This design comes from an exercise in tuning for small area, a short achievable clock period and few clock cycles per item on the open sky130 flow, not from production work.
Only simulation tests tie the RTL to the original design; equivalence was not proved.
Power figures rest on the tool's default switching activity, not on a simulated workload.

File: flow/design.v
package ppw_pkg;
  localparam int MaxPoints = 64;
  localparam int IdxW      = $clog2(MaxPoints);
  localparam int CntW      = $clog2(MaxPoints + 1);
  localparam int CoordW    = 23;
  localparam int DistW     = 23;
  localparam int LevelW    = 8;
  localparam int StepW     = 16;
  localparam int PointsW   = 7;
  localparam int D2W       = 48;
  localparam int CfgW      = 23;
  localparam logic [DistW-1:0] DistSat = {DistW{1'b1}};
  localparam logic [LevelW-1:0] LevelMax = {LevelW{1'b1}};
  localparam int VtxW      = 2 * CoordW;
  typedef logic signed [CoordW-1:0] coord_t;
  typedef struct packed {
    coord_t z;
    coord_t x;
  } vtx_t;
  function automatic logic [2*CoordW-1:0] default_vtx(input logic [IdxW-1:0] idx);
    logic [2*CoordW-1:0] v;
    case (idx)
      IdxW'(0): v = 46'h00140107129a;   
      IdxW'(1): v = 46'h0054b606d493;   
      IdxW'(2): v = 46'h009cfc0673c6;   
      IdxW'(3): v = 46'h00e8f106095f;   
      IdxW'(4): v = 46'h01408505653e;   
      IdxW'(5): v = 46'h019a7d0499a2;   
      IdxW'(6): v = 46'h01eb9983b710;   
      IdxW'(7): v = 46'h01fed3031f2d;   
      IdxW'(8): v = 46'h0225a0829802;   
      IdxW'(9): v = 46'h022614025fd6;   
      IdxW'(10): v = 46'h02007e81fc39;   
      IdxW'(11): v = 46'h021ee181501d;   
      IdxW'(12): v = 46'h02519a013047;   
      IdxW'(13): v = 46'h0257e48100d5;   
      IdxW'(14): v = 46'h0261a9807f08;   
      IdxW'(15): v = 46'h02629d001a3f;   
      IdxW'(16): v = 46'h025c997edcf9;   
      IdxW'(17): v = 46'h02807dfda62e;   
      IdxW'(18): v = 46'h02795f7c605f;   
      IdxW'(19): v = 46'h023b3b7b3372;   
      IdxW'(20): v = 46'h01f38979fac3;   
      IdxW'(21): v = 46'h01a227796436;   
      IdxW'(22): v = 46'h015178f86bb6;   
      IdxW'(23): v = 46'h00cb1d77eb72;   
      IdxW'(24): v = 46'h0060f077ed5e;   
      IdxW'(25): v = 46'h3fa6ed783486;   
      IdxW'(26): v = 46'h3f627a78c037;   
      IdxW'(27): v = 46'h3ea21af92992;   
      IdxW'(28): v = 46'h3e42a87a3b6e;   
      IdxW'(29): v = 46'h3da9437b777c;   
      IdxW'(30): v = 46'h3d2680fcfd3a;   
      IdxW'(31): v = 46'h3d02e5ff0a5b;   
      IdxW'(32): v = 46'h3cf794009865;   
      IdxW'(33): v = 46'h3d13f382d35e;   
      IdxW'(34): v = 46'h3d96fd05f292;   
      IdxW'(35): v = 46'h3e0d6906d2f3;   
      IdxW'(36): v = 46'h3e922d0779b5;   
      IdxW'(37): v = 46'h3f9838875a31;   
      default:    v = '0;
    endcase
    default_vtx = v;
  endfunction
endpackage
module ppw_vtx_mem (
  input  logic                                         clk,
  input  logic                                         rst_n,
  input  logic                                         wr_req,
  input  logic [ppw_pkg::IdxW-1:0]                     wr_addr,
  input  logic [ppw_pkg::VtxW-1:0]                     wr_data,
  input  logic                                         wr_ok,
  output logic                                         wr_pend,
  output logic                                         wr_fire,
  output logic                                         busy,
  output logic [ppw_pkg::IdxW-1:0]                     head,
  output logic [ppw_pkg::MaxPoints*ppw_pkg::VtxW-1:0]  ring
);
  localparam int VW = ppw_pkg::VtxW;
  localparam int NP = ppw_pkg::MaxPoints;
  logic [VW-1:0]              ring_r [NP];
  logic [ppw_pkg::IdxW-1:0]   head_r;
  logic [ppw_pkg::IdxW:0]     rcnt_r;
  logic                       pend_r;
  logic [ppw_pkg::IdxW-1:0]   paddr_r;
  logic [VW-1:0]              pdata_r;
  logic                       restore;
  logic [VW-1:0]              tail_in;
  assign restore = !rst_n || (rcnt_r != '0);
  logic match_r;
  always_ff @(posedge clk) match_r <= ((wr_req ? wr_addr : paddr_r) == head_r + 1'b1);
  assign wr_fire = pend_r && match_r && wr_ok;
  always_comb begin
    tail_in = ring_r[0];
    if (!rst_n)       tail_in = ppw_pkg::default_vtx(ppw_pkg::IdxW'(ppw_pkg::MaxPoints - 1));
    else if (restore) tail_in = ppw_pkg::default_vtx(head_r);
    else if (wr_fire) tail_in = pdata_r;
  end
  always_ff @(posedge clk) begin
    for (int s = 0; s < NP - 1; s++) ring_r[s] <= ring_r[s+1];
    ring_r[NP-1] <= tail_in;
  end
  always_ff @(posedge clk) begin
    if (!rst_n) head_r <= '0;
    else        head_r <= head_r + 1'b1;
  end
  always_ff @(posedge clk) begin
    if (!rst_n) begin
      rcnt_r <= (ppw_pkg::IdxW+1)'(NP - 1);
      pend_r <= 1'b0;
    end else begin
      if (rcnt_r != '0) rcnt_r <= rcnt_r - 1'b1;
      if (wr_req)       pend_r <= 1'b1;
      else if (wr_fire) pend_r <= 1'b0;
    end
  end
  always_ff @(posedge clk) begin
    if (wr_req) begin
      paddr_r <= wr_addr;
      pdata_r <= wr_data;
    end
  end
  assign wr_pend = pend_r;
  assign busy    = (rcnt_r != '0);
  assign head    = head_r;
  for (genvar s = 0; s < NP; s++) begin : g_tap
    assign ring[s*VW +: VW] = ring_r[s];
  end
endmodule
module ppw_seg_unit (
  input  logic                        clk,
  input  logic                        rst_n,
  input  logic                        start,
  input  logic                        tag_in,
  input  logic [1:0]                  kill,
  input  logic [4:0]                  kb,
  input  logic [ppw_pkg::DistW:0]     bnd0,
  input  logic [ppw_pkg::DistW:0]     bnd1,
  input  logic [ppw_pkg::VtxW-1:0]    a,
  input  logic [ppw_pkg::VtxW-1:0]    b,
  input  logic [ppw_pkg::CoordW-1:0]  px,
  input  logic [ppw_pkg::CoordW-1:0]  pz,
  output logic                        ready,
  output logic                        opsel,    
  output logic                        done,
  output logic                        tag_out,
  output logic [ppw_pkg::DistW-1:0]   r
);
  localparam int CW  = ppw_pkg::CoordW;
  localparam int DW  = CW + 1;            
  localparam int OW  = DW + 1;            
  localparam int PW  = 2 * OW;            
  localparam int LW  = 2 * DW - 1;        
  localparam int CCW = LW + 2;            
  localparam int NW  = 96;                
  localparam int RW  = 72;                
  localparam int TW  = LW + 26;           
  localparam int RB  = 24;                
  typedef enum logic [1:0] {F_IDLE, F_MUL, F_WAIT} fst_t;
  typedef enum logic [1:0] {S_IDLE, S_SQD, S_FIN} sst_t;
  typedef enum logic [2:0] {T_NONE, T_SET, T_ADD, T_SUB, T_ADD25, T_ADD48} tag_t;
  fst_t                   fst_r [2];
  sst_t                   sst_r;
  logic [4:0]             stp_r [2];
  logic [4:0]             fkb_r [2];
  logic                   ftg_r [2];
  logic                   old_r, xj, nj, act0, act1, tail_ok, be_ok, hsel;
  logic                   fk [2];
  logic                   fl [2];
  logic                   ff [2];
  logic [4:0]             kb6;
  logic signed [DW-1:0]   sa, sb;           
  logic                   sa_z, sa_b, sb_z;
  logic signed [OW-1:0]   ma, mb, ma_r, mb_r;
  logic                   ma_sa, ma_sb, mb_sa, mb_sb, m_cl_a, m_cl_b, m_ch_a, m_ch_b;
  tag_t                   tag, ctag, tags_r, tag1_r, tagm_r, tag2_r;
  logic signed [DW-1:0]   sa_r, sb_r;
  logic                   ma_sa_r, ma_sb_r, mb_sa_r, mb_sb_r;
  logic signed [PW-1:0]   p_r;
  logic signed [OW+7:0]   p0_r;              
  logic signed [OW+6:0]   p1_r;              
  logic signed [OW+6:0]   p2_r;              
  logic signed [OW+5:0]   p3_r;              
  logic signed [NW-1:0]   acc_r, acc_a, acc_b, acc_s;
  logic                   acc_cin;
  logic [LW-1:0]          d_r;
  logic [LW+1:0]          d3_r;
  logic [CCW-1:0]         c_r;
  logic                   clamp_a, clamp_b, clamp_r, csel_b_r, sat_r;
  logic signed [CCW-1:0]  dot, cval;
  logic signed [CCW+23:0] cscl;
  logic                   c_ovf, pre_sat, hand, be_kill, be_free;
  logic                   be_tag_r;
  logic [RW-1:0]          rm_r;
  logic [47:0]            nlo_r;
  logic [TW-1:0]          t_r;
  logic [LW-1:0]          bd_r;
  logic [LW+1:0]          bd3_r;
  logic [RB-1:0]          root_r;
  logic                   early;
  logic [4:0]             cnt_r;
  logic                   bsat_r, bit_ok;
  logic [RW+2:0]          rm2, diff;
  logic [TW-1:0]          t_up, t_dn;
  assign sa = sa_z ? (DW'($signed(pz)) - DW'($signed(sa_b ? b[2*CW-1:CW] : a[2*CW-1:CW])))
                   : (DW'($signed(px)) - DW'($signed(sa_b ? b[CW-1:0]    : a[CW-1:0])));
  assign sb = sb_z ? (DW'($signed(b[2*CW-1:CW])) - DW'($signed(a[2*CW-1:CW])))
                   : (DW'($signed(b[CW-1:0]))    - DW'($signed(a[CW-1:0])));
  assign dot     = acc_r[CCW-1:0];
  assign clamp_a = (d_r == '0) || dot[CCW-1] || (dot == '0);
  assign clamp_b = !clamp_a && ($signed({2'b00, d_r}) <= dot);
  always_comb begin
    sa_z = 1'b0; sa_b = 1'b0; sb_z = 1'b0; tag = T_NONE;
    ma_sa = 1'b0; ma_sb = 1'b0; mb_sa = 1'b0; mb_sb = 1'b0;
    m_cl_a = 1'b0; m_cl_b = 1'b0; m_ch_a = 1'b0; m_ch_b = 1'b0; ctag = T_NONE;
    sb_z  = 1'b1;
    opsel = 1'b1;
    if (start) begin ma_sa = 1'b1; mb_sb = 1'b1; tag = T_SET; end                      
    for (int j = 0; j < 2; j++) begin
      logic [4:0] st;
      st = stp_r[j];
      if (fst_r[j] == F_MUL) begin
        if (st <= 5'd5 || ((st == 5'd11 || st == 5'd12) && clamp_r)) begin
          opsel = 1'b0;
          sb_z  = 1'b0;
        end
        case (st)
          5'd1: begin ma_sa = 1'b1; sa_z = 1'b1; mb_sb = 1'b1; tag = T_SUB; end           
          5'd2: begin ma_sb = 1'b1; mb_sb = 1'b1; tag = T_SET; end                        
          5'd3: begin ma_sb = 1'b1; mb_sb = 1'b1; sb_z = 1'b1; tag = T_ADD; end           
          5'd4: begin ma_sa = 1'b1; mb_sb = 1'b1; tag = T_SET; end                        
          5'd5: begin ma_sa = 1'b1; sa_z = 1'b1; mb_sb = 1'b1; sb_z = 1'b1; tag = T_ADD; end  
          5'd11: if (clamp_r) begin
            ma_sa = 1'b1; mb_sa = 1'b1; sa_b = csel_b_r; tag = T_SET;                     
          end
          5'd12: if (clamp_r) begin
            ma_sa = 1'b1; mb_sa = 1'b1; sa_z = 1'b1; sa_b = csel_b_r; tag = T_ADD;        
          end
          default: ;
        endcase
        case (st)
          5'd7: begin m_cl_a = 1'b1; m_cl_b = 1'b1; ctag = T_SET; end                     
          5'd8: begin m_ch_a = 1'b1; m_cl_b = 1'b1; ctag = T_ADD25; end                   
          5'd9: begin m_ch_a = 1'b1; m_ch_b = 1'b1; ctag = T_ADD48; end                   
          default: ;
        endcase
      end
    end
  end
  always_comb begin
    ma = '0;
    if (ma_sa_r) ma = OW'(sa_r);
    if (ma_sb_r) ma = OW'(sb_r);
    if (m_cl_a)  ma = $signed({1'b0, c_r[23:0]});
    if (m_ch_a)  ma = $signed(c_r[CCW-1:24]);
    mb = '0;
    if (mb_sa_r) mb = OW'(sa_r);
    if (mb_sb_r) mb = OW'(sb_r);
    if (m_cl_b)  mb = $signed({1'b0, c_r[23:0]});
    if (m_ch_b)  mb = $signed(c_r[CCW-1:24]);
  end
  assign cval  = acc_r[CCW-1:0];
  assign kb6   = (fst_r[0] == F_MUL && stp_r[0] == 5'd6) ? fkb_r[0] : fkb_r[1];
  assign cscl  = (CCW+24)'(cval) <<< (5'd23 - kb6);
  assign c_ovf = !((cscl[CCW+23:CCW-2] == '0) || (cscl[CCW+23:CCW-2] == '1));
  always_comb begin
    acc_a = (tag2_r == T_SET) ? '0 : acc_r;
    acc_b = NW'(p_r);
    acc_cin = 1'b0;
    case (tag2_r)
      T_SUB:   begin acc_b = ~(NW'(p_r)); acc_cin = 1'b1; end
      T_ADD25: acc_b = NW'(p_r) <<< 25;
      T_ADD48: acc_b = NW'(p_r) <<< 48;
      default: ;
    endcase
  end
  assign acc_s = acc_a + acc_b + NW'(acc_cin);
  assign act0 = (fst_r[0] != F_IDLE);
  assign act1 = (fst_r[1] != F_IDLE);
  assign xj   = (act0 && act1) ? old_r : act1;
  assign nj   = act0;                       
  for (genvar j = 0; j < 2; j++) begin : g_ctx
    assign fk[j]  = (fst_r[j] != F_IDLE) && kill[ftg_r[j]];
    assign fl[j]  = (fst_r[j] == F_MUL) && (clamp_r ? (stp_r[j] == 5'd17) : (stp_r[j] == 5'd13));
    assign ff[j]  = (fl[j] || (fst_r[j] == F_WAIT)) && !fk[j];
  end
  assign pre_sat = (acc_r[NW-1:48] >= (NW-48)'(d_r));
  assign be_kill = (sst_r != S_IDLE) && kill[be_tag_r];
  assign be_free = (sst_r == S_IDLE) || (sst_r == S_FIN) || be_kill;
  assign hand    = ff[0] || ff[1];
  assign hsel    = ff[1];
  assign be_ok   = be_free || (sst_r == S_SQD && cnt_r <= 5'd4);
  assign tail_ok = (fst_r[xj] == F_MUL) && (stp_r[xj] >= (clamp_r ? 5'd13 : 5'd11));
  assign ready   = (!act0 && !act1) || ((act0 != act1) && tail_ok && be_ok);
  always_ff @(posedge clk) begin
    if (!rst_n) begin
      fst_r[0] <= F_IDLE;
      fst_r[1] <= F_IDLE;
      sst_r    <= S_IDLE;
    end else begin
      for (int j = 0; j < 2; j++) begin
        case (fst_r[j])
          F_IDLE: if (start && nj == 1'(j)) fst_r[j] <= F_MUL;
          F_MUL:  if (fk[j]) fst_r[j] <= F_IDLE;
                  else if (fl[j]) fst_r[j] <= (hand && be_free) ? F_IDLE : F_WAIT;
          F_WAIT: if (fk[j] || (hand && be_free)) fst_r[j] <= F_IDLE;
          default: fst_r[j] <= F_IDLE;
        endcase
      end
      case (sst_r)
        default: begin
          if (hand && be_free)                        sst_r <= (pre_sat || sat_r) ? S_FIN : S_SQD;
          else if (be_kill || sst_r == S_FIN)         sst_r <= S_IDLE;
          else if (sst_r == S_SQD && (cnt_r == 5'd1 || early)) sst_r <= S_FIN;
        end
      endcase
    end
  end
  always_ff @(posedge clk) begin
    ma_r   <= ma;
    mb_r   <= mb;
    sa_r    <= sa;
    sb_r    <= sb;
    ma_sa_r <= ma_sa;
    ma_sb_r <= ma_sb;
    mb_sa_r <= mb_sa;
    mb_sb_r <= mb_sb;
    tags_r  <= tag;
    tag1_r  <= (tags_r != T_NONE) ? tags_r : ctag;
    p0_r   <= ma_r * $signed({1'b0, mb_r[6:0]});
    p1_r   <= ma_r * $signed({1'b0, mb_r[12:7]});
    p2_r   <= ma_r * $signed({1'b0, mb_r[18:13]});
    p3_r   <= ma_r * $signed(mb_r[OW-1:19]);
    tagm_r <= tag1_r;
    p_r    <= PW'(p0_r) + (PW'(p1_r) <<< 7) + (PW'(p2_r) <<< 13) + (PW'(p3_r) <<< 19);
    tag2_r <= tagm_r;
    if (tag2_r != T_NONE) acc_r <= acc_s;
    if (start) old_r <= !nj;
    for (int j = 0; j < 2; j++) begin
      if (fst_r[j] == F_IDLE && start && nj == 1'(j)) begin
        ftg_r[j] <= tag_in;
        fkb_r[j] <= kb;
        stp_r[j] <= 5'd1;                       
      end else if (fst_r[j] == F_MUL) begin
        stp_r[j] <= stp_r[j] + 5'd1;
        if (stp_r[j] == 5'd6) c_r <= CCW'(cscl);            
        if (stp_r[j] == 5'd6) sat_r <= c_ovf;
        if (stp_r[j] == 5'd8) d_r <= acc_r[LW-1:0];         
        if (stp_r[j] == 5'd9) d3_r <= (LW+2)'(d_r) + (LW+2)'({d_r, 1'b0});
        if (stp_r[j] == 5'd10) begin                        
          clamp_r  <= clamp_a || clamp_b;
          csel_b_r <= clamp_b;
          if (clamp_a || clamp_b) sat_r <= 1'b0;
        end
        if (stp_r[j] == 5'd11 && clamp_r) begin
          d_r  <= LW'(1);
          d3_r <= (LW+2)'(3);
        end
      end
    end
  end
  assign rm2    = {1'b0, rm_r, nlo_r[47:46]};
  assign diff   = rm2 - (RW+3)'(t_r);
  assign bit_ok = !diff[RW+2];
  assign t_up   = TW'({t_r, 1'b0}) + TW'(bd3_r);
  assign t_dn   = TW'({t_r, 1'b0}) - TW'(bd_r);
  assign early  = (root_r >= (be_tag_r ? bnd1 : bnd0));
  always_ff @(posedge clk) begin
    if (hand && be_free) begin
      be_tag_r <= ftg_r[hsel];
      rm_r   <= RW'(acc_r[NW-1:48]);
      nlo_r  <= acc_r[47:0];
      t_r    <= TW'(d_r);
      bd_r   <= d_r;
      bd3_r  <= d3_r;
      root_r <= '0;
      cnt_r  <= clamp_r ? 5'(RB) : (fkb_r[hsel] + 5'd1);
      bsat_r <= pre_sat || sat_r;
    end else if (sst_r == S_SQD) begin
      cnt_r  <= cnt_r - 5'd1;
      rm_r   <= bit_ok ? RW'(diff) : RW'(rm2);
      nlo_r  <= {nlo_r[45:0], 2'b00};
      if (bit_ok) root_r[cnt_r - 5'd1] <= 1'b1;
      t_r    <= bit_ok ? t_up : t_dn;
      if (early) bsat_r <= 1'b1;
    end
  end
  assign done    = (sst_r == S_FIN);
  assign tag_out = be_tag_r;
  assign r    = (bsat_r || root_r[RB-1]) ? ppw_pkg::DistSat : root_r[ppw_pkg::DistW-1:0];
endmodule
module ppw_post (
  input  logic                      clk,
  input  logic                      rst_n,
  input  logic                      start,
  input  logic [ppw_pkg::DistW-1:0] dist_in,
  input  logic                      god,
  input  logic [ppw_pkg::DistW-1:0] warn,
  input  logic [ppw_pkg::DistW-1:0] shoot_dist,
  input  logic [ppw_pkg::StepW-1:0] step,
  input  logic                      out_tready,
  output logic                      busy,
  output logic                      out_tvalid,
  output logic [31:0]               out_tdata
);
  localparam int DW = ppw_pkg::DistW;
  localparam int SW = ppw_pkg::StepW;
  localparam int LV = ppw_pkg::LevelW;
  typedef enum logic [1:0] {P_IDLE, P_DIV, P_HOLD} pst_t;
  pst_t              st_r;
  logic [3:0]        cnt_r;
  logic [DW-1:0]     dist_r;
  logic [SW-1:0]     rem_r;          
  logic [LV-1:0]     low_r;          
  logic [SW:0]       rem2;
  logic [LV-1:0]     q_r;
  logic              in_warn, shoot_r, sat_r, qbit;
  logic [SW-1:0]     s_eff;
  logic [DW:0]       diff;
  logic [LV-1:0]     level;
  logic              out_load;
  logic              out_tvalid_r;
  logic [31:0]       out_tdata_r;
  assign diff    = (DW+1)'(warn) - (DW+1)'(dist_r);
  assign s_eff   = (step == '0) ? SW'(1) : step;
  assign in_warn = (dist_r <= warn);
  assign rem2    = {rem_r, low_r[LV-1]};
  assign qbit    = (rem2 >= (SW+1)'(s_eff));
  assign out_load = (st_r == P_HOLD) && (!out_tvalid_r || out_tready);
  always_comb begin
    if (!in_warn)           level = '0;
    else if (sat_r)         level = ppw_pkg::LevelMax;
    else if (q_r == '0)     level = LV'(1);
    else                    level = q_r;
  end
  always_ff @(posedge clk) begin
    if (!rst_n) st_r <= P_IDLE;
    else begin
      case (st_r)
        P_IDLE: if (start) st_r <= P_DIV;
        P_DIV:  if (cnt_r == 4'd0) st_r <= P_HOLD;
        P_HOLD: if (out_load) st_r <= P_IDLE;
        default: st_r <= P_IDLE;
      endcase
    end
  end
  always_ff @(posedge clk) begin
    case (st_r)
      P_IDLE: begin
        dist_r  <= dist_in;
        shoot_r <= !god;
        cnt_r   <= 4'd9;
      end
      P_DIV: begin
        cnt_r <= cnt_r - 4'd1;
        if (cnt_r == 4'd9) begin
          rem_r   <= SW'(diff[DW-1:LV]);
          low_r   <= diff[LV-1:0];
          sat_r   <= (SW'(diff[DW-1:LV]) >= s_eff);
          q_r     <= '0;
          shoot_r <= shoot_r && (dist_r <= shoot_dist);
        end else if (cnt_r != 4'd0) begin
          rem_r <= qbit ? SW'(rem2 - (SW+1)'(s_eff)) : SW'(rem2);
          low_r <= {low_r[LV-2:0], 1'b0};
          q_r   <= {q_r[LV-2:0], qbit};
        end
      end
      default: ;
    endcase
  end
  always_ff @(posedge clk) begin
    if (!rst_n)        out_tvalid_r <= 1'b0;
    else if (out_load) out_tvalid_r <= 1'b1;
    else if (out_tready) out_tvalid_r <= 1'b0;
  end
  always_ff @(posedge clk) begin
    if (out_load) out_tdata_r <= {shoot_r && in_warn, level, dist_r};
  end
  assign busy       = (st_r != P_IDLE);
  assign out_tvalid = out_tvalid_r;
  assign out_tdata  = out_tdata_r;
endmodule
module polyline_proximity_warning_core (
  input  logic        clk,
  input  logic        rst_n,
  input  logic        in_tvalid,
  output logic        in_tready,
  input  logic [55:0] in_tdata,    
  input  logic [1:0]  in_tuser,    
  output logic        out_tvalid,
  input  logic        out_tready,
  output logic [31:0] out_tdata,   
  input  logic        cfg_we,
  input  logic [1:0]  cfg_index,
  input  logic [22:0] cfg_wdata
);
  localparam int Lanes = 2;
  localparam int SC    = 6;                    
  localparam int NP    = ppw_pkg::MaxPoints;
  localparam int SL    = (NP + Lanes - 1) / Lanes;   
  localparam int CW    = ppw_pkg::CoordW;
  localparam int QW    = CW - SC;              
  localparam int VW    = ppw_pkg::VtxW;
  localparam int IW    = ppw_pkg::IdxW;
  localparam int GW    = QW;                   
  localparam int KW    = GW + IW;              
  localparam int UW    = QW + 2;               
  localparam int DW    = ppw_pkg::DistW;
  localparam int ND    = 3;                    
  localparam int NK    = ND + 1;               
  logic [ppw_pkg::PointsW-1:0] points_r;
  logic [DW-1:0]               warn_r, shoot_r;
  logic [ppw_pkg::StepW-1:0]   step_r;
  logic [IW:0]                 n_cur;
  always_ff @(posedge clk) begin
    if (!rst_n) begin
      points_r <= ppw_pkg::PointsW'(38);
      warn_r   <= DW'(9600);
      shoot_r  <= DW'(5200);
      step_r   <= ppw_pkg::StepW'(440);
    end else if (cfg_we) begin
      case (cfg_index)
        2'd0: points_r <= cfg_wdata[ppw_pkg::PointsW-1:0];
        2'd1: warn_r   <= cfg_wdata;
        2'd2: shoot_r  <= cfg_wdata;
        2'd3: step_r   <= cfg_wdata[ppw_pkg::StepW-1:0];
        default: ;
      endcase
    end
  end
  assign n_cur = (points_r > ppw_pkg::PointsW'(NP)) ? (IW+1)'(NP) : (IW+1)'(points_r);
  logic                 mem_busy, wr_pend, wr_fire, wr_req;
  logic [IW-1:0]        head;
  logic [NP*VW-1:0]     ring;
  logic [CW-1:0]        in_x, in_z;
  logic                 in_acc, is_query, short_q;
  logic                 b_busy_r, pipe_idle, i_vld_r, s_vld_r, p_vld_r;
  assign in_x      = in_tdata[28:6];
  assign in_z      = in_tdata[51:29];
  assign is_query  = in_tuser[0];
  assign pipe_idle = !i_vld_r && !s_vld_r && !p_vld_r && !b_busy_r;
  assign in_tready = !i_vld_r && !mem_busy && (!wr_pend || wr_fire);
  assign in_acc    = in_tvalid && in_tready;
  assign wr_req    = in_acc && !is_query;
  assign short_q   = (in_x == '0 && in_z == '0) || (n_cur < (IW+1)'(2));
  ppw_vtx_mem u_mem (
    .clk     (clk),
    .rst_n   (rst_n),
    .wr_req  (wr_req),
    .wr_addr (in_tdata[IW-1:0]),
    .wr_data ({in_z, in_x}),
    .wr_ok   (pipe_idle),
    .wr_pend (wr_pend),
    .wr_fire (wr_fire),
    .busy    (mem_busy),
    .head    (head),
    .ring    (ring)
  );
  function automatic logic [VW-1:0] slot(input logic [NP*VW-1:0] rg, input int s);
    slot = rg[((s + NP) % NP)*VW +: VW];
  endfunction
  logic [CW-1:0]   pix_r, piz_r, psx_r, psz_r, ppx_r, ppz_r;
  logic            god_i_r, short_i_r, god_s_r, god_p_r, short_p_r;
  logic            s_need_r, p_wait_r, k_held_r;
  logic [KW-1:0]   pk_r  [NK];
  logic            pkv_r [NK];
  logic [UW-1:0]   pu_r;
  logic            sw_run_r, sw_for_b_r, b_live_r;
  logic [5:0]      t_r;
  logic [KW-1:0]   lastkey_r;
  logic [QW-1:0]   sqx_r, sqz_r;             
  logic [UW-1:0]   u_r;
  logic [KW-1:0]   k_r [NK];
  logic            kv_r [NK];
  logic            sw_start, sw_start_b, sw_abort, last_issue, merge_last;
  logic            a_new, a_restart, hand_sp, short_go, park_now, park_held, mad_r;
  logic [GW-1:0]   lg_r  [Lanes];
  logic [IW-1:0]   lj_r  [Lanes];
  logic            lsv_r [Lanes];
  logic [UW-1:0]   lu_r  [Lanes];
  logic            lvv_r [Lanes];
  logic            s1_vld_r;
  function automatic logic [QW:0] wdiff(input logic [QW-1:0] p, input logic [CW-1:0] v);
    wdiff = (QW+1)'($signed(p)) - (QW+1)'($signed(v[CW-1:SC]));
  endfunction
  function automatic logic [QW-1:0] omag(input logic [QW:0] w);
    omag = w[QW] ? ~w[QW-1:0] : w[QW-1:0];
  endfunction
  logic [QW:0]     wax_r [Lanes], waz_r [Lanes], wbx_r [Lanes], wbz_r [Lanes];
  logic            altx_r [Lanes], altz_r [Lanes];
  logic [IW-1:0]   j0_r  [Lanes];
  logic            lin_r [Lanes];              
  logic            s0_vld_r, s0_first_r, s0_last_r, s0_b_r;
  logic            s1_first_r, s1_last_r, s1_b_r;
  always_ff @(posedge clk) begin
    for (int k = 0; k < Lanes; k++) begin
      logic [VW-1:0] va, vb;
      va = slot(ring, k * SL);
      vb = slot(ring, k * SL + 1);
      wax_r[k]  <= wdiff(sqx_r, va[CW-1:0]);
      waz_r[k]  <= wdiff(sqz_r, va[VW-1:CW]);
      wbx_r[k]  <= wdiff(sqx_r, vb[CW-1:0]);
      wbz_r[k]  <= wdiff(sqz_r, vb[VW-1:CW]);
      altx_r[k] <= ($signed(va[CW-1:SC]) < $signed(vb[CW-1:SC]));
      altz_r[k] <= ($signed(va[VW-1:CW+SC]) < $signed(vb[VW-1:CW+SC]));
      j0_r[k]   <= head + IW'(k * SL);
      lin_r[k]  <= (32'(t_r) < NP - k * SL);
    end
    s0_vld_r   <= sw_run_r && !sw_abort && rst_n;
    s0_first_r <= (t_r == '0);
    s0_last_r  <= (t_r == 6'(SL - 1));
    s0_b_r     <= sw_for_b_r;
  end
  function automatic logic [QW-1:0] gap2(input logic a_lt_b, input logic [QW:0] wa,
                                         input logic [QW:0] wb);
    logic [QW:0] lo, hi;            
    lo = a_lt_b ? wa : wb;
    hi = a_lt_b ? wb : wa;
    if (!hi[QW])     gap2 = hi[QW-1:0];      
    else if (lo[QW]) gap2 = ~lo[QW-1:0];     
    else             gap2 = '0;
  endfunction
  always_ff @(posedge clk) begin
    for (int k = 0; k < Lanes; k++) begin
      logic [QW-1:0] gx, gz, mx, mz;
      gx  = gap2(altx_r[k], wax_r[k], wbx_r[k]);
      gz  = gap2(altz_r[k], waz_r[k], wbz_r[k]);
      mx  = omag(wax_r[k]);
      mz  = omag(waz_r[k]);
      lg_r[k]  <= (gx > gz) ? gx : gz;
      lj_r[k]  <= j0_r[k];
      lsv_r[k] <= lin_r[k] && ((IW+1)'(j0_r[k]) + (IW+1)'(2) <= n_cur);
      lu_r[k]  <= UW'(mx) + UW'(mz) + UW'(5);
      lvv_r[k] <= lin_r[k] && ((IW+1)'(j0_r[k]) < n_cur);
    end
    s1_vld_r   <= s0_vld_r && !sw_abort && rst_n;
    s1_first_r <= s0_first_r;
    s1_last_r  <= s0_last_r;
    s1_b_r     <= s0_b_r;
  end
  logic [KW-1:0]   nk [NK];
  logic            nkv [NK];
  logic [UW-1:0]   nu;
  localparam int NE = NK + Lanes;
  always_comb begin
    logic [KW-1:0] ek  [NE];
    logic          ev  [NE];
    logic          lt  [NE][NE];
    logic [2:0]    rk  [NE];
    for (int i = 0; i < NK; i++) begin
      ek[i] = k_r[i]; ev[i] = kv_r[i] && !s1_first_r;
    end
    for (int k = 0; k < Lanes; k++) begin
      ek[NK+k] = {lg_r[k], lj_r[k]};
      ev[NK+k] = s1_vld_r && lsv_r[k] && (!s1_b_r || ek[NK+k] > lastkey_r);
    end
    for (int i = 0; i < NE; i++)
      for (int j = 0; j < NE; j++) begin
        if (i == j)             lt[i][j] = 1'b0;
        else if (i < NK && j < NK) lt[i][j] = (i < j) ? ev[i] || !ev[j] : (ev[i] && !ev[j]);
        else if (ev[i] != ev[j]) lt[i][j] = ev[i];
        else if (!ev[i])         lt[i][j] = (i < j);
        else                     lt[i][j] = (ek[i] < ek[j]);
      end
    for (int i = 0; i < NE; i++) begin
      rk[i] = '0;
      for (int j = 0; j < NE; j++) if (j != i && !lt[i][j]) rk[i] = rk[i] + 3'd1;
    end
    for (int s = 0; s < NK; s++) begin
      nk[s] = '0; nkv[s] = 1'b0;
      for (int i = 0; i < NE; i++) if (rk[i] == 3'(s)) begin nk[s] = ek[i]; nkv[s] = ev[i]; end
    end
    nu = s1_first_r ? '1 : u_r;
    for (int k = 0; k < Lanes; k++)
      if (s1_vld_r && lvv_r[k] && lu_r[k] < nu) nu = lu_r[k];
  end
  assign last_issue = sw_run_r && (t_r == 6'(SL - 1));
  assign merge_last = s1_vld_r && s1_last_r;
  typedef enum logic [1:0] {B_IDLE, B_RUN, B_RSW, B_DONE} bst_t;
  bst_t            bst_r   [2];
  logic [CW-1:0]   pbx_r   [2];
  logic [CW-1:0]   pbz_r   [2];
  logic            god_b_r [2];
  logic [GW-1:0]   g_r     [2][NK];
  logic            v_r     [2][NK];
  logic [IW-1:0]   cj_r    [2][ND];
  logic [1:0]      nst_r   [2];
  logic [1:0]      nres_r  [2];
  logic            rsw_req_r [2];
  logic [DW-1:0]   best_r  [2];
  logic            binf_r  [2];
  logic            head_r, rsw_rdy_r, sw_slot_r, rsw_slot_r;
  logic            take_a, tslot;
  logic            ev_start, ev_done, ev_ready, ev_tag, ev_slot, ev_opsel;
  logic [1:0]      ev_kill;
  logic [DW-1:0]   ev_r;
  logic            want [2];
  logic            keep [2];
  logic            done_s [2];
  logic            fin_s [2];
  logic            more_s [2];
  logic            cancel_s [2];
  logic            take_rsw_s [2];
  logic            spec_s [2];
  logic            req_s [2];
  logic [1:0]      nres_nx [2];
  logic [DW-1:0]   best_nx;
  logic [UW-1:0]   thr_r   [2];
  logic [UW-1:0]   ev_thr;
  logic            gx_ok [NK];
  logic            b_sw_busy, sw_start_b_any, rsw_slot_nx;
  logic            breq_r [2];
  logic [DW:0]     bnd_r  [2];
  assign ev_thr  = UW'(ev_r >> SC) + UW'(1);
  assign best_nx = (binf_r[ev_tag] || ev_r < best_r[ev_tag]) ? ev_r : best_r[ev_tag];
  for (genvar i = 0; i < NK; i++) begin : g_gx
    assign gx_ok[i] = (UW'(g_r[ev_tag][i]) <= ev_thr);
  end
  function automatic logic [4:0] kbits_of(input logic [UW-1:0] u, input logic binf,
                                          input logic [DW-1:0] bst);
    logic [UW+SC-1:0] ubig, m;
    ubig = {u, {SC{1'b0}}};
    m = ubig;
    if (!binf && (UW+SC)'(bst) <= ubig) m = (UW+SC)'(bst) - (UW+SC)'(1);
    kbits_of = 5'd23;
    for (int i = 22; i >= 0; i--) if (m < ((UW+SC)'(1) << i)) kbits_of = 5'(i);
    if (m >= ((UW+SC)'(1) << 23)) kbits_of = 5'd23;
  endfunction
  function automatic logic [DW:0] bnd_of(input logic [UW-1:0] u, input logic binf,
                                         input logic [DW-1:0] bst);
    logic [UW+SC:0] ub1;
    ub1 = (UW+SC+1)'({u, {SC{1'b0}}}) + (UW+SC+1)'(1);
    if (!binf)                        bnd_of = (DW+1)'(bst);
    else if (ub1 >= (UW+SC+1)'(1) << (DW+1)) bnd_of = '1;
    else                              bnd_of = (DW+1)'(ub1);
  endfunction
  assign tslot  = (bst_r[head_r] == B_IDLE) ? head_r : !head_r;
  assign take_a = p_vld_r && !p_wait_r && (bst_r[tslot] == B_IDLE);
  assign b_sw_busy = rsw_rdy_r || (k_held_r && !p_vld_r) || (sw_run_r && sw_for_b_r) || last_issue || mad_r ||
                     (s0_vld_r && (s0_b_r || s0_last_r)) || (s1_vld_r && (s1_b_r || s1_last_r)) ||
                     (s_vld_r && !s_need_r && !k_held_r && !(sw_run_r && !sw_for_b_r));
  always_comb begin
    for (int q = 0; q < 2; q++) begin
      logic       qn [NK];
      logic       qx [NK];
      logic       pend, nxq, infl, kil;
      done_s[q] = ev_done && (ev_tag == 1'(q)) && (bst_r[q] == B_RUN);
      for (int i = 0; i < NK; i++) begin
        qn[i] = v_r[q][i] && (UW'(g_r[q][i]) <= thr_r[q]);
        qx[i] = qn[i] && (!done_s[q] || gx_ok[i]);
      end
      pend  = (nst_r[q] != nres_r[q] + 2'd1);
      kil   = done_s[q] && pend && !qx[nres_r[q] + 2'd1];
      ev_kill[q]  = kil;
      nres_nx[q]  = !done_s[q] ? nres_r[q] : (kil ? nst_r[q] : nres_r[q] + 2'd1);
      infl  = (nres_nx[q] != nst_r[q]);
      nxq   = (nst_r[q] < 2'(ND)) && qx[nst_r[q]];
      keep[q]   = (bst_r[q] == B_RUN) && nxq;
      want[q]   = (bst_r[q] == B_RUN) && (nst_r[q] < 2'(ND)) && qn[nst_r[q]] && !done_s[q];
      fin_s[q]  = (bst_r[q] == B_RUN) && !infl && !nxq;
      more_s[q] = (nst_r[q] == 2'(ND)) && !kil && qx[ND];
      cancel_s[q] = fin_s[q] && !more_s[q] && rsw_req_r[q];
      take_rsw_s[q] = (bst_r[q] == B_RSW) && rsw_rdy_r && (rsw_slot_r == 1'(q));
      spec_s[q] = (nst_r[q] == 2'(ND - 1)) && qn[ND];
      req_s[q]  = ((bst_r[q] == B_RSW) && !rsw_req_r[q]) ||
                  (ev_start && ev_slot == 1'(q) && spec_s[q] && !rsw_req_r[q]);
    end
  end
  localparam int NT = 8;                      
  logic            nxt_v_r, nxt_have_r, nxt_slot_r, nxt_sel, nxt_pick, nxt_drop;
  logic [1:0]      nxt_cand_r;
  logic [IW-1:0]   nxt_j_r, rel;
  logic [VW-1:0]   nxt_a_r, nxt_b_r, op_a_r, op_b_r, tap_a, tap_b;
  logic            aligned;
  logic sure0, sure1;
  assign sure0 = want[0] && (nres_r[0] == nst_r[0]);
  assign sure1 = want[1] && (nres_r[1] == nst_r[1]);
  assign nxt_sel  = (head_r ? sure1 : sure0) ? head_r :
                    (head_r ? sure0 : sure1) ? !head_r :
                    want[head_r] ? head_r : !head_r;
  assign nxt_pick = !nxt_v_r && (want[0] || want[1]);
  assign rel      = nxt_j_r - head;
  assign aligned  = (rel[IW-1-$clog2(NT):0] == '0);
  always_comb begin
    tap_a = '0; tap_b = '0;
    for (int t = 0; t < NT; t++)
      if (rel[IW-1:IW-$clog2(NT)] == $clog2(NT)'(t)) begin
        tap_a = slot(ring, t * (NP / NT));
        tap_b = slot(ring, t * (NP / NT) + 1);
      end
  end
  assign nxt_drop = nxt_v_r && (!keep[nxt_slot_r] || nst_r[nxt_slot_r] != nxt_cand_r);
  assign ev_slot  = nxt_slot_r;
  assign ev_start = nxt_v_r && nxt_have_r && (nst_r[nxt_slot_r] == nxt_cand_r) && want[nxt_slot_r] && ev_ready;
  always_ff @(posedge clk) begin
    if (!rst_n) begin
      nxt_v_r <= 1'b0;
    end else begin
      if (nxt_pick)                   nxt_v_r <= 1'b1;
      else if (ev_start || nxt_drop)  nxt_v_r <= 1'b0;
    end
    if (nxt_pick) begin
      nxt_slot_r <= nxt_sel;
      nxt_cand_r <= nst_r[nxt_sel];
      nxt_j_r    <= cj_r[nxt_sel][nst_r[nxt_sel]];
      nxt_have_r <= 1'b0;
    end else if (nxt_v_r && !nxt_have_r && aligned) begin
      nxt_a_r    <= tap_a;
      nxt_b_r    <= tap_b;
      nxt_have_r <= 1'b1;
    end
    if (ev_start) begin
      op_a_r <= nxt_a_r;
      op_b_r <= nxt_b_r;
    end
  end
  always_comb begin
    logic ok0, ok1;
    ok0 = breq_r[0] && !fin_s[0] && ((bst_r[0] == B_RSW) || (!sw_run_r && !s_vld_r && !i_vld_r));
    ok1 = breq_r[1] && !fin_s[1] && ((bst_r[1] == B_RSW) || (!sw_run_r && !s_vld_r && !i_vld_r));
    sw_start_b_any = 1'b0;
    rsw_slot_nx    = 1'b0;
    if (!b_sw_busy) begin
      if (head_r ? ok1 : ok0)      begin sw_start_b_any = 1'b1; rsw_slot_nx = head_r;  end
      else if (head_r ? ok0 : ok1) begin sw_start_b_any = 1'b1; rsw_slot_nx = !head_r; end
    end
  end
  assign sw_start_b = sw_start_b_any;
  logic       fe_slot_r;
  always_ff @(posedge clk) if (ev_start) fe_slot_r <= ev_slot;
  ppw_seg_unit u_seg (
    .clk     (clk),
    .rst_n   (rst_n),
    .start   (ev_start),
    .tag_in  (ev_slot),
    .kill    (ev_kill),
    .kb      (kbits_of(thr_r[ev_slot], binf_r[ev_slot], best_r[ev_slot])),
    .bnd0    (bnd_r[0]),
    .bnd1    (bnd_r[1]),
    .a       (ev_opsel ? nxt_a_r : op_a_r),
    .b       (ev_opsel ? nxt_b_r : op_b_r),
    .px      (pbx_r[ev_opsel ? nxt_slot_r : fe_slot_r]),
    .pz      (pbz_r[ev_opsel ? nxt_slot_r : fe_slot_r]),
    .opsel   (ev_opsel),
    .ready   (ev_ready),
    .done    (ev_done),
    .tag_out (ev_tag),
    .r       (ev_r)
  );
  logic post_busy, post_start;
  assign post_start = (bst_r[head_r] == B_DONE) && !post_busy;
  logic b_block_a;
  assign b_block_a = rsw_rdy_r || (sw_run_r && sw_for_b_r) || (s0_vld_r && s0_b_r) ||
                     (s1_vld_r && s1_b_r) || (breq_r[0] && bst_r[0] == B_RSW) ||
                     (breq_r[1] && bst_r[1] == B_RSW);
  assign hand_sp   = last_issue && !sw_for_b_r && !p_vld_r;
  assign a_restart = s_vld_r && s_need_r && !sw_run_r && !b_block_a;
  assign a_new     = i_vld_r && !short_i_r && (!s_vld_r || hand_sp) && !k_held_r &&
                     (!sw_run_r || (last_issue && !sw_for_b_r)) && !b_block_a;
  assign sw_start  = (a_restart || a_new) && !sw_start_b;
  assign sw_abort  = (sw_start_b && sw_run_r && !sw_for_b_r) ||
                     (sw_run_r && sw_for_b_r && cancel_s[sw_slot_r]);
  assign park_now  = mad_r && !p_wait_r && !p_vld_r;
  assign park_held = k_held_r && !p_vld_r;
  assign short_go  = i_vld_r && short_i_r && !s_vld_r && !p_vld_r;
  always_ff @(posedge clk) begin
    if (!rst_n) begin
      i_vld_r   <= 1'b0;
      s_vld_r   <= 1'b0;
      p_vld_r   <= 1'b0;
      k_held_r  <= 1'b0;
      b_live_r  <= 1'b0;
      sw_run_r  <= 1'b0;
      rsw_rdy_r <= 1'b0;
      head_r    <= 1'b0;
      b_busy_r  <= 1'b0;
      for (int q = 0; q < 2; q++) bst_r[q] <= B_IDLE;
    end else begin
      if (in_acc && is_query)  i_vld_r <= 1'b1;
      else if (a_new || short_go) i_vld_r <= 1'b0;
      if (a_new)                      s_vld_r <= 1'b1;
      else if (hand_sp || park_now || park_held) s_vld_r <= 1'b0;
      if (hand_sp || park_now || park_held || short_go) p_vld_r <= 1'b1;
      else if (take_a)                p_vld_r <= 1'b0;
      if (mad_r && !p_wait_r && p_vld_r) k_held_r <= 1'b1;
      else if (park_held || sw_start_b)                 k_held_r <= 1'b0;
      if (sw_start_b || sw_start) sw_run_r <= 1'b1;
      else if (last_issue || (sw_for_b_r && cancel_s[sw_slot_r])) sw_run_r <= 1'b0;
      if (sw_start_b)                                    b_live_r <= 1'b1;
      else if (sw_for_b_r && cancel_s[sw_slot_r])        b_live_r <= 1'b0;
      if (merge_last && s1_b_r && b_live_r && !cancel_s[sw_slot_r]) rsw_rdy_r <= 1'b1;
      else if (take_rsw_s[0] || take_rsw_s[1] || cancel_s[rsw_slot_r] ||
               !(bst_r[rsw_slot_r] == B_RUN || bst_r[rsw_slot_r] == B_RSW)) rsw_rdy_r <= 1'b0;
      if (post_start) head_r <= !head_r;
      for (int q = 0; q < 2; q++) begin
        case (bst_r[q])
          B_IDLE: if (take_a && tslot == 1'(q)) bst_r[q] <= short_p_r ? B_DONE : B_RUN;
          B_RUN:  if (fin_s[q]) bst_r[q] <= more_s[q] ? B_RSW : B_DONE;
          B_RSW:  if (take_rsw_s[q]) bst_r[q] <= B_RUN;
          B_DONE: if (post_start && head_r == 1'(q)) bst_r[q] <= B_IDLE;
          default: bst_r[q] <= B_IDLE;
        endcase
      end
      b_busy_r <= !(bst_r[0] == B_IDLE && bst_r[1] == B_IDLE) || take_a;
    end
  end
  always_ff @(posedge clk) begin
    if (in_acc && is_query) begin
      pix_r     <= in_x;
      piz_r     <= in_z;
      god_i_r   <= in_tuser[1];
      short_i_r <= short_q;
    end
    if (a_new) begin
      psx_r    <= pix_r;
      psz_r    <= piz_r;
      god_s_r  <= god_i_r;
      s_need_r <= 1'b0;
    end
    if (a_restart) s_need_r <= 1'b0;
    if (sw_start_b && ((sw_run_r && !sw_for_b_r) || k_held_r)) s_need_r <= 1'b1;    
    if (hand_sp || park_now || park_held) begin
      ppx_r     <= psx_r;
      ppz_r     <= psz_r;
      god_p_r   <= god_s_r;
      short_p_r <= 1'b0;
    end else if (short_go) begin
      ppx_r     <= pix_r;
      ppz_r     <= piz_r;
      god_p_r   <= god_i_r;
      short_p_r <= 1'b1;
    end
    if (!rst_n || short_go)         p_wait_r <= 1'b0;
    else if (hand_sp)               p_wait_r <= 1'b1;
    else if (mad_r)                 p_wait_r <= 1'b0;
    mad_r <= merge_last && !s1_b_r && rst_n;
    if ((mad_r && (p_wait_r || !p_vld_r)) || park_held) begin
      for (int i = 0; i < NK; i++) begin
        pk_r[i]  <= k_r[i];
        pkv_r[i] <= kv_r[i];
      end
      pu_r <= u_r;
    end
    if (sw_start_b || sw_start) begin
      t_r        <= '0;
      sw_for_b_r <= sw_start_b;
      sw_slot_r  <= rsw_slot_nx;
      lastkey_r  <= {g_r[rsw_slot_nx][ND-1], cj_r[rsw_slot_nx][ND-1]};
      if (sw_start_b) begin
        sqx_r <= pbx_r[rsw_slot_nx][CW-1:SC];
        sqz_r <= pbz_r[rsw_slot_nx][CW-1:SC];
      end else if (a_new) begin
        sqx_r <= pix_r[CW-1:SC];
        sqz_r <= piz_r[CW-1:SC];
      end else begin
        sqx_r <= psx_r[CW-1:SC];
        sqz_r <= psz_r[CW-1:SC];
      end
    end else if (sw_run_r) begin
      t_r <= t_r + 6'd1;
    end
    if (s1_vld_r) begin
      u_r <= nu;
      for (int i = 0; i < NK; i++) begin k_r[i] <= nk[i]; kv_r[i] <= nkv[i]; end
    end
    if (merge_last && s1_b_r) rsw_slot_r <= sw_slot_r;
    for (int q = 0; q < 2; q++) begin
      if (!rst_n || (take_a && tslot == 1'(q)) || take_rsw_s[q] || cancel_s[q] ||
          (sw_start_b && rsw_slot_nx == 1'(q)) ||
          !(bst_r[q] == B_RUN || bst_r[q] == B_RSW))
        breq_r[q] <= 1'b0;
      else if (req_s[q])
        breq_r[q] <= 1'b1;
      bnd_r[q] <= bnd_of(thr_r[q], binf_r[q], best_r[q]);
      if (take_a && tslot == 1'(q)) begin
        pbx_r[q]   <= ppx_r;
        pbz_r[q]   <= ppz_r;
        god_b_r[q] <= god_p_r;
        thr_r[q]   <= pu_r;
        best_r[q]  <= ppw_pkg::DistSat;
        binf_r[q]  <= !short_p_r;
      end
      if ((take_a && tslot == 1'(q)) || take_rsw_s[q]) begin
        nst_r[q]     <= '0;
        nres_r[q]    <= '0;
        rsw_req_r[q] <= 1'b0;
        for (int i = 0; i < NK; i++) begin
          g_r[q][i] <= take_rsw_s[q] ? k_r[i][KW-1:IW] : pk_r[i][KW-1:IW];
          v_r[q][i] <= take_rsw_s[q] ? kv_r[i] : pkv_r[i];
        end
        for (int i = 0; i < ND; i++) cj_r[q][i] <= take_rsw_s[q] ? k_r[i][IW-1:0] : pk_r[i][IW-1:0];
      end else begin
        if (ev_start && ev_slot == 1'(q)) nst_r[q] <= nst_r[q] + 2'd1;
        if (sw_start_b && rsw_slot_nx == 1'(q)) rsw_req_r[q] <= 1'b1;
        if (cancel_s[q]) rsw_req_r[q] <= 1'b0;
        if (done_s[q]) begin
          best_r[q] <= best_nx;
          if (ev_thr < thr_r[q]) thr_r[q] <= ev_thr;
          binf_r[q] <= 1'b0;
        end
        nres_r[q] <= nres_nx[q];
      end
    end
  end
  ppw_post u_post (
    .clk        (clk),
    .rst_n      (rst_n),
    .start      (post_start),
    .dist_in    (best_r[head_r]),
    .god        (god_b_r[head_r]),
    .warn       (warn_r),
    .shoot_dist (shoot_r),
    .step       (step_r),
    .out_tready (out_tready),
    .busy       (post_busy),
    .out_tvalid (out_tvalid),
    .out_tdata  (out_tdata)
  );
endmodule
File: flow/run.sh
#!/bin/bash
# synth_recipe.tcl (not shown) runs the flow's synth.tcl, then flattens the netlist and writes it again
# the make line also repeats each setting of config.mk as NAME=value (left out here)
make -C /OpenROAD-flow-scripts/flow DESIGN_CONFIG=/design/flow/config.mk WORK_HOME=/design/flow/orfs CLKGATE_MAP_FILE= SYNTH_SCRIPT=/design/flow/synth_recipe.tcl finish
File: flow/config.mk
export PLATFORM = sky130hd
export DESIGN_NAME = polyline_proximity_warning_core
export DESIGN_NICKNAME = polyline_proximity_warning_core
export VERILOG_FILES = /design/flow/design.v
export SDC_FILE = /design/flow/constraint.sdc
export NUM_CORES = 8
export LEC_CHECK = 0
export CAP_MARGIN = 20
export CORE_MARGIN = 2
export CORE_UTILIZATION = 40
export SETUP_SLACK_MARGIN = 5
export SLEW_MARGIN = 20
File: flow/constraint.sdc
create_clock -name core_clock -period 11.0 [get_ports {clk}]
set_input_delay 2.2000 -clock core_clock [delete_from_list [all_inputs] [get_ports {clk}]]
set_output_delay 2.2000 -clock core_clock [all_outputs]
set_load 0.01 [all_outputs]
==> impl_metrics.env, run 1 <==
export IMPL_tns_ns=0
export IMPL_ys_warn_count=118
export IMPL_initial_core_util_pct=40.1
export IMPL_via_per_inst=5.53
export IMPL_dp_hpwl_mm=566
export IMPL_hold_violations=0
export IMPL_overflow=0
export IMPL_min_delay_path_depth=0
export IMPL_rows=287
export IMPL_synthesis_nets=25900
export IMPL_gp_congestion=0.962
export IMPL_cts_hold_buf=0
export IMPL_endpoint_kind="flop"
export IMPL_r2r_setup_slack_ns=5.01
export IMPL_criticalPathCategory="reg -> reg"
export IMPL_critical_path_startpoint="k_r[0][8]"
export IMPL_area_growth_pct=14.3
export IMPL_maxSlewHeadroom_pct=20.3
export IMPL_drive_gt1_share_pct=9.84
export IMPL_synthFlopType="dfxtp_1"
export IMPL_grt_use_total_pct=24.3
export IMPL_tightest_slew_ns=1.19
export IMPL_cp_data_arrival_time_ns=6.77
export IMPL_fmax_mhz=167
export IMPL_num_io_pins=122
export IMPL_chipHeight_um=786
export IMPL_routed_wl_met3_mm=61.6
export IMPL_wl_met1_mm=346
export IMPL_status="timing/DRC/antenna clean"
export IMPL_grt_max_degree=105
export IMPL_ys_seq_elements=5413
export IMPL_drc=0
export IMPL_powerDensity_nw_per_um2=180
export IMPL_totalWireLength_mm=787
export IMPL_whs_endpoint="u_mem.ring_r[62][28]"
export IMPL_setup_ws_ns=5.01
export IMPL_cellLeakagePower_nw=119
export IMPL_coreArea_um2=610000
export IMPL_timing_rr_start="k_r[0][8]"
export IMPL_path_clk_slew_ns=0.06
export IMPL_die_w_um=786
export IMPL_dpl_worst_slack_ns=2.40
export IMPL_drt_wirelength_per_cell_um=24.4
export IMPL_avgSynthCellArea_um2=10.5
export IMPL_yosysSeqAreaShare_pct=50.0
export IMPL_synth_cells=23400
export IMPL_vias=178000
export IMPL_grt_antenna_before_repair=56
export IMPL_crit_fanout=7
export IMPL_finalClockSkew_ns=0.0910
export IMPL_peakVddDrop_mv=0.196
export IMPL_cts_inserted_buffers=552
export IMPL_slew_viol_final=0
export IMPL_synthesis_area_um2=245000
export IMPL_clock_latency_ns=1.11
export IMPL_maxCapViolCount=0
export IMPL_clock_sinks=5413
export IMPL_top_layer="met5"
export IMPL_rsz0062_at_grt="yes"
export IMPL_hp_start="u_mem.ring_r[63][28]"
export IMPL_port_buffers=117
export IMPL_hold_class="reg -> reg"
export IMPL_min_period_over_period_pct=54.5
export IMPL_clockBufferDepth=4
export IMPL_synth_edff_count=1388
export IMPL_ys_types=112
export IMPL_utilization_pct=45.9
export IMPL_cts_root_buf="clkbuf_16"
export IMPL_drt_initial_drc_count=17200
export IMPL_die_area_um2=618000
export IMPL_setup_viol=0
export IMPL_nets=26100
export IMPL_grt_pass1_wl_mm=1130
export IMPL_postRouteAntennaNets=0
export IMPL_dr_pass1_iters=10
export IMPL_reg2reg_depth=24
export IMPL_grt_pass1_vias=169000
export IMPL_dr_wl_met2_mm=342
export IMPL_period_needed_ns=5.99
export IMPL_r2r_end="k_r[1][20]"
export IMPL_cts_tree="yes"
export IMPL_cts_htree_levels=6
export IMPL_async_flop_share_pct=0
export IMPL_critPathRequiredTime_ns=11.78
export IMPL_crit_path_start_kind="flop"
synthesized netlist by cell type, types with 61 or more instances:
master,count,area [um2]
and2_1,385,2410
o31ai_1,65,488
nor2_1,1502,5640
nand3_1,369,1850
a21boi_0,111,833
a211oi_1,215,1610
mux2i_1,491,4910
buf_1,95,357
or3_1,61,382
nor3_1,242,1210
o21a_1,188,1410
xor2_1,298,2610
a31oi_1,203,1270
o211ai_1,101,758
nand2b_1,207,1290
o22ai_1,84,526
fa_1,496,9930
nand2_1,2259,8480
a21o_1,536,4020
a221oi_1,122,1070
nand4_1,208,1300
mux2_2,357,4020
a22o_1,65,569
inv_1,1478,5550
xnor2_1,546,4780
nor2b_1,286,1790
ha_1,1890,23600
dfxtp_1,4025,80600
a21oi_1,1526,7640
nor4_1,68,425
and3_1,114,713
a22oi_1,202,1520
o21bai_1,107,803
clkbuf_1,769,2890
edfxtp_1,1388,41700
o21ai_0,1378,6900
where the power goes:
| part | switching (mW) | internal [mW] |
|---|---|---|
| clock network | 8.47 | 11.3 |
| registers | 0.839 | 21.5 |
| logic | 5.38 | 2.79 |
| total | 14.7 | 35.7 |
layout make-up:
| class | count | area [um2] |
|---|---|---|
| diodes | 25 | 62.6 |
| clock buffers | 749 | 15900 |
| clock inverters | 269 | 3690 |
| fillers | 56100 | 330000 |
| inverters | 1492 | 5690 |
| multi-input cells | 15600 | 116000 |
| flip-flops and latches | 5413 | 122000 |
| well taps | 8092 | 10100 |
| repair buffers | 587 | 6060 |
| repair inverters | 2 | 27.5 |
metal layers:
layer	vias to the layer above	GRT usage (%)
met5	-	0
met4	18	9.89
met3	1436	4.26
met2	6634	37.4
met1	87100	33.9
li1	83000	-
cell usage in the layout, fill, tap and decap left out, drive strengths merged, types with 175 or more instances in the layout:
cell type and n:
nand4 208, dfxtp 4025, fa 496, a211oi 217, nor2 1504, nor2b 286
buf 448, a31oi 204, a22oi 202, a21o 537, edfxtp 1388, ha 1890
mux2 374, mux2i 494, a21oi 1528, o21ai 1429, nor3 242, clkbuf 767
and2 386, clkinv 175, nand2 2263, nand3 369, nand2b 207, o21a 190
xor2 298, inv 1528, xnor2 546
cells by family after synthesis:
family / share of synthesized area, %
multiplexers: 4.09
XOR/XNOR: 3.03
flip-flops: 50.0
adder cells (fa/ha/maj): 13.7
AO/OA/AOI/OAI: 14.3
AND/OR/NAND/NOR: 11.0
buffers and inverters: 3.83
registers in the layout, indices dropped and copies added (netlist names), 47 cells and up, named ones only:
register and count:
u_seg.t_r 73, u_seg.rm_r 72, u_mem.ring_r 2944, k_r 92, u_seg.d_r 47, u_seg.acc_r 96, g_r 136, u_seg.c_r 49
u_seg.nlo_r 48, u_seg.bd_r 47, u_seg.bd3_r 49, u_seg.d3_r 49, bnd_r 48, pk_r 86, u_seg.p_r 50
worst max-delay path: stages (launching register included):
cell	delay [ns]
edfxtp_1	0.42
inv_2	0.14
buf_4	0.13
ha_1	0.23
a21o_1	0.17
a21o_1	0.19
a21oi_2	0.28
nor2_1	0.09
a211oi_2	0.32
a21o_1	0.24
nand2_1	0.14
ha_4	0.28
or3_1	0.41
and2_4	0.21
ha_1	0.31
o21ai_0	0.10
o41ai_2	0.14
ha_2	0.22
xnor2_1	0.12
and2_1	0.17
a221oi_2	0.29
a311oi_1	0.10
buf_4	0.23
buf_4	0.16
o41a_4	0.59
worst max path at each step:
stage | to | slack (ns) | cells past startpoint
2_1_floorplan | u_seg.sa_r[23] | 5.01 | 25
3_3_place_gp | u_seg.t_r[42] | 2.49 | 24
3_5_place_dp | u_seg.t_r[42] | 2.40 | 24
4_1_cts | u_seg.sa_r[22] | 4.90 | 29
5_1_grt | u_seg.sa_r[22] | 4.87 | 30
6_report | k_r[1][20] | 5.01 | 24
per-stage QoR:
step / instance area [um2] / hold slack, ns / total power, mW / cells
CTS: 277000 / 0.258 / 50.4 / 32100
finish: 280000 / 0.274 / 50.4 / 32200
floorplan: 245000 / 0.310 / 27.2 / 23400
global placement: 255000 / 0.309 / 30.4 / 30900
detailed placement: 255000 / 0.312 / 30.5 / 30900
global route: 280000 / 0.275 / 52.1 / 32200
timing repair:
item                       in CTS  in global routing
setup endpoints to repair     979                749
cloned                         18                 24
buffers inserted               83                 93
pin swaps                      65                123
resized for setup             371                348
Testbench counts, summed over its fixed seeds: cycles 28,061, queries 640.
==> run 2, diff against run 1 <==
--- a/flow/design.v
+++ b/flow/design.v
@@ -179,6 +179,5 @@
   logic signed [PW-1:0]   p_r;
-  logic signed [OW+7:0]   p0_r;              
-  logic signed [OW+6:0]   p1_r;              
-  logic signed [OW+6:0]   p2_r;              
-  logic signed [OW+5:0]   p3_r;              
+  logic signed [OW+9:0]   p0_r;              
+  logic signed [OW+8:0]   p1_r;              
+  logic signed [OW+7:0]   p2_r;              
   logic signed [NW-1:0]   acc_r, acc_a, acc_b, acc_s;
@@ -329,8 +328,7 @@
     tag1_r  <= (tags_r != T_NONE) ? tags_r : ctag;
-    p0_r   <= ma_r * $signed({1'b0, mb_r[6:0]});
-    p1_r   <= ma_r * $signed({1'b0, mb_r[12:7]});
-    p2_r   <= ma_r * $signed({1'b0, mb_r[18:13]});
-    p3_r   <= ma_r * $signed(mb_r[OW-1:19]);
+    p0_r   <= ma_r * $signed({1'b0, mb_r[8:0]});
+    p1_r   <= ma_r * $signed({1'b0, mb_r[16:9]});
+    p2_r   <= ma_r * $signed(mb_r[OW-1:17]);
     tagm_r <= tag1_r;
-    p_r    <= PW'(p0_r) + (PW'(p1_r) <<< 7) + (PW'(p2_r) <<< 13) + (PW'(p3_r) <<< 19);
+    p_r    <= PW'(p0_r) + (PW'(p1_r) <<< 9) + (PW'(p2_r) <<< 17);
     tag2_r <= tagm_r;
@@ -497,3 +495,3 @@
   localparam int Lanes = 2;
-  localparam int SC    = 6;                    
+  localparam int SC    = 8;                    
   localparam int NP    = ppw_pkg::MaxPoints;
@@ -570,3 +568,3 @@
   logic [KW-1:0]   lastkey_r;
-  logic [QW-1:0]   sqx_r, sqz_r;             
+  logic [QW-1:0]   sqx, sqz;                 
   logic [UW-1:0]   u_r;
@@ -588,2 +586,4 @@
   endfunction
+  assign sqx = sw_for_b_r ? pbx_r[sw_slot_r][CW-1:SC] : psx_r[CW-1:SC];
+  assign sqz = sw_for_b_r ? pbz_r[sw_slot_r][CW-1:SC] : psz_r[CW-1:SC];
   logic [QW:0]     wax_r [Lanes], waz_r [Lanes], wbx_r [Lanes], wbz_r [Lanes];
@@ -599,6 +599,6 @@
       vb = slot(ring, k * SL + 1);
-      wax_r[k]  <= wdiff(sqx_r, va[CW-1:0]);
-      waz_r[k]  <= wdiff(sqz_r, va[VW-1:CW]);
-      wbx_r[k]  <= wdiff(sqx_r, vb[CW-1:0]);
-      wbz_r[k]  <= wdiff(sqz_r, vb[VW-1:CW]);
+      wax_r[k]  <= wdiff(sqx, va[CW-1:0]);
+      waz_r[k]  <= wdiff(sqz, va[VW-1:CW]);
+      wbx_r[k]  <= wdiff(sqx, vb[CW-1:0]);
+      wbz_r[k]  <= wdiff(sqz, vb[VW-1:CW]);
       altx_r[k] <= ($signed(va[CW-1:SC]) < $signed(vb[CW-1:SC]));
@@ -818,4 +818,4 @@
     logic ok0, ok1;
-    ok0 = breq_r[0] && !fin_s[0] && ((bst_r[0] == B_RSW) || (!sw_run_r && !s_vld_r && !i_vld_r));
-    ok1 = breq_r[1] && !fin_s[1] && ((bst_r[1] == B_RSW) || (!sw_run_r && !s_vld_r && !i_vld_r));
+    ok0 = breq_r[0] && !fin_s[0] && ((bst_r[0] == B_RSW) || (bst_r[0] == B_RUN && !sw_run_r && !s_vld_r && !i_vld_r));
+    ok1 = breq_r[1] && !fin_s[1] && ((bst_r[1] == B_RSW) || (bst_r[1] == B_RUN && !sw_run_r && !s_vld_r && !i_vld_r));
     sw_start_b_any = 1'b0;
@@ -948,12 +948,2 @@
       lastkey_r  <= {g_r[rsw_slot_nx][ND-1], cj_r[rsw_slot_nx][ND-1]};
-      if (sw_start_b) begin
-        sqx_r <= pbx_r[rsw_slot_nx][CW-1:SC];
-        sqz_r <= pbz_r[rsw_slot_nx][CW-1:SC];
-      end else if (a_new) begin
-        sqx_r <= pix_r[CW-1:SC];
-        sqz_r <= piz_r[CW-1:SC];
-      end else begin
-        sqx_r <= psx_r[CW-1:SC];
-        sqz_r <= psz_r[CW-1:SC];
-      end
     end else if (sw_run_r) begin
--- a/flow/config.mk
+++ b/flow/config.mk
@@ -7,2 +7,3 @@
 export LEC_CHECK = 0
+export ABC_AREA = 1
 export CAP_MARGIN = 20
==> run 2 against run 1 <==
Compared with the run above: largest power group unchanged; clock power shrank 5%; largest cell class unchanged; clock-buffer cell count decreased by 9; global-route usage increased by 0.84 points; first-iteration DRC count up 2.4%; non-clock buffer count is 147 lower; fmax grew 2.5%; sequential share of layout area up 0.37 points; worst hold slack improved by 0.020 ns; register-to-register slack better by 0.14 ns; still clean on timing, DRC and antenna; design area is 3.5% lower.
==> impl_metrics.env, run 2 <==
export IMPL_drive_gt1_share_pct=6.32
export IMPL_yosysSeqAreaShare_pct=49.7
export IMPL_overflow=0
export IMPL_endpoint_kind="flop"
export IMPL_grt_use_total_pct=25.2
export IMPL_path_clk_slew_ns=0.06
export IMPL_final_cell_mix="nand2_1 (4895), dfxtp_1 (3952), inv_1 (3429)"
export IMPL_postRouteAntennaNets=0
export IMPL_vias=184000
export IMPL_num_io_pins=122
export IMPL_clock_sinks=5287
export IMPL_synth_cells=26200
export IMPL_synth_top_area_cell="dfxtp_1"
export IMPL_synth_common_cells="nand2_1 (4920), dfxtp_1 (3971), inv_1 (3462)"
export IMPL_cts_tree="yes"
export IMPL_cts_root_buf="clkbuf_16"
export IMPL_regMostFlops="u_mem.ring_r"
export IMPL_maxCapViolCount=0
export IMPL_tns_ns=0
export IMPL_status="timing/DRC/antenna clean"
export IMPL_largest_reg_flops=2944
export IMPL_crit_chain="inv_1, nor2_2, inv_1, nor2_1, inv_1, ha_1, xor2_1, ha_1, nand3_1, nand2_1, ha_1, inv_1, o21ai_0, inv_1, nand3_2, nand2_2, nor2_4, nand2_1, nand3_1, o211ai_1, inv_1"
export IMPL_fillCellCount=57000
export IMPL_rsz0062_at_grt="yes"
export IMPL_cellLeakagePower_nw=122
export IMPL_drt_initial_drc_count=17600
export IMPL_grt_pass1_vias=174000
export IMPL_clockBufferDepth=4
export IMPL_clock_latency_ns=1.07
export IMPL_fmax_mhz=171
export IMPL_hold_class="reg -> reg"
export IMPL_crit_fanout=20
export IMPL_cts_inserted_buffers=534
export IMPL_die_w_um=777
export IMPL_drt_wirelength_per_cell_um=22.8
export IMPL_synth_most_common_cell="nand2_1"
export IMPL_mostFrequentLayoutCell="nand2_1"
export IMPL_use_met2_pct=39.0
export IMPL_yosysTopAreaCellShare_pct=33.2
export IMPL_criticalPathCategory="reg -> reg"
export IMPL_min_period_over_period_pct=53.1
export IMPL_via_per_inst=5.31
export IMPL_synthesis_nets=28500
export IMPL_async_flop_share_pct=0
export IMPL_die_area_um2=604000
export IMPL_critPathRequiredTime_ns=11.92
export IMPL_ys_types=84
export IMPL_met3_usage_pct=3.43
export IMPL_totalWireLength_mm=790
export IMPL_ys_warn_count=118
export IMPL_coreArea_um2=597000
export IMPL_chipHeight_um=777
export IMPL_place_area_um2=249000
export IMPL_rows=284
export IMPL_port_buffers=117
export IMPL_ys_top_cells_by_area="dfxtp_1 (33%), edfxtp_1 (17%), ha_1 (9.1%)"
export IMPL_grt_pass1_wl_mm=1140
export IMPL_initial_core_util_pct=40.1
export IMPL_ys_seq_elements=5287
export IMPL_total_power_mw=48.7
export IMPL_finalClockSkew_ns=0.0748
export IMPL_cts_htree_levels=6
export IMPL_grt_max_degree=99
export IMPL_hold_violations=0
export IMPL_grtUsageMet1_pct=35.4
export IMPL_maxSlewHeadroom_pct=25.2
export IMPL_grt_antenna_before_repair=41
export IMPL_period_needed_ns=5.85
export IMPL_avgSynthCellArea_um2=9.15
export IMPL_slew_viol_final=0
export IMPL_synth_edff_count=1316
==> run 2: path summary, 6_finish.rpt <==
check,startpoint,to,slack [ns],cells after the start
setup / recovery,kv_r[2],k_r[0][16],5.15,21
hold / removal,u_mem.ring_r[7][43],u_mem.ring_r[6][43],0.29,0
setup reg to reg,kv_r[2],k_r[0][16],5.15,21
hold reg to reg,u_mem.ring_r[7][43],u_mem.ring_r[6][43],0.29,0
==> run 2: what timing repair did <==
action | 4_1_cts | 5_1_grt
cloned | 11 | 14
buffers inserted | 23 | 22
pin swaps | 12 | 18
hold buffers | 0 | 0
endpoints found under the setup margin | 723 | 682
gates resized for setup | 133 | 207
==> run 2: power by group <==
part | total, mW | switching, mW | internal, mW
sequential | 22.1 | 0.854 | 21.2
combinational | 7.77 | 5.41 | 2.36
clock | 18.9 | 8.01 | 10.8
total | 48.7 | 14.3 | 34.4
==> run 2: critical path: cells and delay by family, from the launching register on <==
family | cells | cell delay (ns)
simple gates | 9 | 2.75
fa+ha+maj | 3 | 0.93
xor+xnor | 1 | 0.19
flops | 1 | 0.63
buf+inv | 6 | 0.76
compound gates | 2 | 0.43
==> run 2: layout make-up <==
| cell class | count | area, um2 | area share, % |
|---|---|---|---|
| flip-flops and latches | 5287 | 119000 | 44.1 |
| repair inverters | 5 | 38.8 | 0.0144 |
| inverters | 3504 | 13300 | 4.91 |
| diodes | 24 | 60.1 | 0.0222 |
| clock buffers | 740 | 15600 | 5.78 |
| clock inverters | 238 | 2890 | 1.07 |
| well taps | 7865 | 9840 | 3.65 |
| repair buffers | 440 | 4380 | 1.62 |
| multi-input cells | 16500 | 105000 | 38.8 |
==> run 2: metal layers <==
metal,vias to the layer above,share of wire [%]
met1,88000,45
li1,87300,-
met3,1407,7.1
met4,8,4.7
met2,6863,43
met5,-,0.010
==> run 2: through the flow <==
| step | hold WS (ns) | worst slack (ns) | util, % | instances |
|---|---|---|---|---|
| after floorplan | 0.310 | 5.13 | - | 26200 |
| after global placement | 0.309 | 3.39 | 41.8 | 33500 |
| after detailed placement | 0.312 | 3.39 | 41.8 | 33500 |
| after CTS | 0.284 | 5.00 | 45.0 | 34600 |
| after global routing | 0.300 | 4.95 | 45.2 | 34600 |
| final | 0.294 | 5.15 | 45.2 | 34600 |
==> run 2: cell families (layout without fill, tap and decap cells) <==
family	after synthesis	count (layout)	synth area share, %
simple gates	8037	8042	13.8
flops	5287	5287	49.7
compound gates	5280	5281	12.5
buf+inv	4361	4927	6.93
fa+ha+maj	2262	2262	13.5
xor+xnor	763	763	2.80
mux	167	167	0.740
other cells	0	24	0
Testbench counts of run 2, summed over its fixed seeds: cycles 28,441, queries 640.

Check on run 2: ideal ports give 5.154 ns setup slack; a clkbuf_16 on the clock port and buf_2 on the inputs give 5.154 ns; moving port delays by the midpoint clock arrival (1.158 ns) as well gives 4.221 ns.
